This design comes from an exercise in tuning for small area and a short achievable clock period on the open sky130 flow, not from production work.
The clock port is modelled as an ideal driver; clocking choices that lean on that would not hold on a real chip.
Power is estimated from default activity; no workload was simulated.

// mult_28_pipe
module mult_28_pipe #(
    parameter int          LOGQ  = 28,
    parameter int unsigned PRIME = 32'h0FFF_0001,
    parameter int          TAGW  = 8
) (
    input  logic                CLK,
    input  logic                RSTN,
    input  logic                EN,
    input  logic                IN_VALID,
    input  logic [LOGQ-1:0]     A,
    input  logic [LOGQ-1:0]     B,
    input  logic [TAGW-1:0]     IN_TAG,
    output logic                OUT_VALID,
    output logic [2*LOGQ-1:0]   PROD,
    output logic [TAGW-1:0]     OUT_TAG,
    output logic                BUSY,
    output logic                RANGE_ERR
);
Size in the first run: ~2800 cells after synthesis, roughly 320 flip-flops, roughly 0.027 mm² of cells after synthesis.
clock: 6.5 ns
lec_check: 0
abc_area: 1
cap_margin: 20
core_margin: 2
core_utilization: 40
setup_slack_margin: 3.25
slew_margin: 20
standard.sh (not shown) runs the stock make flow with config.mk's settings and CLKGATE_MAP_FILE= SYNTH_SCRIPT=/design/flow/synth_recipe.tcl, a recipe that flattens the netlist after the stock synthesis.
==> flow/flow/run.sh <==
#!/bin/bash
set -euo pipefail
here=$(pwd)
# Modified copy of ORFS's synth.tcl
# The design is flattened only after extract_fa, which runs on the top module
# alone: the final carry-propagate adder (module mult_28_pipe_cpa) stays plain
# logic for ABC instead of ending in full-adder cells.
sed -e 's/synth -top $::env(DESIGN_NAME) -run fine: {\*}$synth_full_args/synth -top $::env(DESIGN_NAME) -run fine: -noabc {*}$synth_full_args/' \
    -e 's/^  synth -flatten -run :fine {\*}$synth_full_args/  synth -run :fine {*}$synth_full_args/' \
    -e 's/^  extract_fa {\*}\[dont_use_extract_fa_args\]$/  extract_fa {*}[dont_use_extract_fa_args] $::env(DESIGN_NAME)\n  flatten/' \
    "$FLOW_HOME/scripts/synth.tcl" > "$here/flow_synth.tcl"
grep -q -- '-run fine: -noabc' "$here/flow_synth.tcl"
grep -q -- '^  synth -run :fine' "$here/flow_synth.tcl"
grep -q -- 'dont_use_extract_fa_args\] $::env(DESIGN_NAME)' "$here/flow_synth.tcl"
# synth_recipe.tcl with the modified synth.tcl in place of ORFS's
sed "s#source \$::env(SCRIPTS_DIR)/synth.tcl#source $here/flow_synth.tcl#" \
    "$here/synth_recipe.tcl" > "$here/flow_synth_recipe.tcl"
grep -q "flow_synth.tcl" "$here/flow_synth_recipe.tcl"
# standard.sh with that synthesis script
sed -e "s#SYNTH_SCRIPT=$here/synth_recipe.tcl#SYNTH_SCRIPT=$here/flow_synth_recipe.tcl#" \
    -e "s#CLKGATE_MAP_FILE= #CLKGATE_MAP_FILE= MATCH_CELL_FOOTPRINT=0 #" \
    "$here/standard.sh" > "$here/flow_standard.sh"
grep -q "flow_synth_recipe.tcl" "$here/flow_standard.sh"
grep -q "MATCH_CELL_FOOTPRINT=0" "$here/flow_standard.sh"
# The weakest gate sizes (*_0, the same area as *_1) and the low-power clock
# inverters are left out of synthesis and repair.
export DONT_USE_CELLS="sky130_fd_sc_hd__a2111oi_0 sky130_fd_sc_hd__a21boi_0 sky130_fd_sc_hd__and2_0 sky130_fd_sc_hd__o21ai_0 sky130_fd_sc_hd__o311ai_0 sky130_fd_sc_hd__or2_0 sky130_fd_sc_hd__clkinvlp_2 sky130_fd_sc_hd__clkinvlp_4"
export BUFFER_PORTS_ARGS="-buffer_cell sky130_fd_sc_hd__buf_1"
export CTS_ARGS="-sink_clustering_enable -repair_clock_nets -dont_use_dummy_load -buf_list {sky130_fd_sc_hd__clkbuf_4}"
bash "$here/flow_standard.sh" cts > "$here/flow_make_cts.log" 2>&1
RES="$here/orfs/results/sky130hd/mult_28_pipe/base" PLATFORM_DIR="$FLOW_HOME/platforms/sky130hd" \
SKEW_CELL2=sky130_fd_sc_hd__clkdlybuf4s18_1 SKEW_CELL3=sky130_fd_sc_hd__clkdlybuf4s50_1 \
    openroad -no_init -exit "$here/flow/skew.tcl" > "$here/flow_skew.log" 2>&1
bash "$here/flow_standard.sh" > "$here/flow_make.log" 2>&1
Other scripts of this flow, unchanged in this note and not shown: flow/flow/skew.tcl
The first run completed with no timing, DRC or antenna violations.
Then changed:
--- a/flow/flow/run.sh
+++ b/flow/flow/run.sh
@@ -25,3 +24,0 @@
-# The weakest gate sizes (*_0, the same area as *_1) and the low-power clock
-# inverters are left out of synthesis and repair.
-export DONT_USE_CELLS="sky130_fd_sc_hd__a2111oi_0 sky130_fd_sc_hd__a21boi_0 sky130_fd_sc_hd__and2_0 sky130_fd_sc_hd__o21ai_0 sky130_fd_sc_hd__o311ai_0 sky130_fd_sc_hd__or2_0 sky130_fd_sc_hd__clkinvlp_2 sky130_fd_sc_hd__clkinvlp_4"
The changed run went through all stages and came out clean.
Clock skew is unchanged.
Routed wire length does not change.
Global-route usage is unchanged.
Total power is unchanged.
Synthesized area is unchanged.
Count of clock-buffer cells in the layout is unchanged.
Setup slack stays the same.
Worst hold slack does not change.
Flip-flop and latch count stays the same.
Design area does not change.
First-iteration DRC count does not change.
Function was not checked in any run of this note: the RTL went through the layout flow alone.

port drivers added, routing unchanged:
The flow's constraints put no driver on any port. The routed layouts listed below were extracted and timed again, unchanged, in two steps.
Step 1 assumes that a clkbuf_16 drives the clock port and a buf_2 every other input.
Step 2, shift: input delay + t, output delay - t, t = (earliest + latest rising clock arrival at the registers) / 2. This alone moves slack from input paths to output paths.
Three values: ideal ports, drivers, drivers and shift; two values: the first two.
run	t, ns	setup WS [ns]	hold WS [ns]	latest minus earliest clock arrival (ns)	worst data-port slew with drivers (ns)	pins driven straight from the clock port
the first run	1.143	3.208 / 3.208 / 2.795	0.288 / 0.240 / 0.400	0.525 / 0.525	0.06	1
the second run	1.143	3.208 / 3.208 / 2.795	0.288 / 0.240 / 0.400	0.525 / 0.525	0.06	1
Clock arrivals are far apart in the first run and the second run, so t is only a midpoint there and step 2 fits no single register.
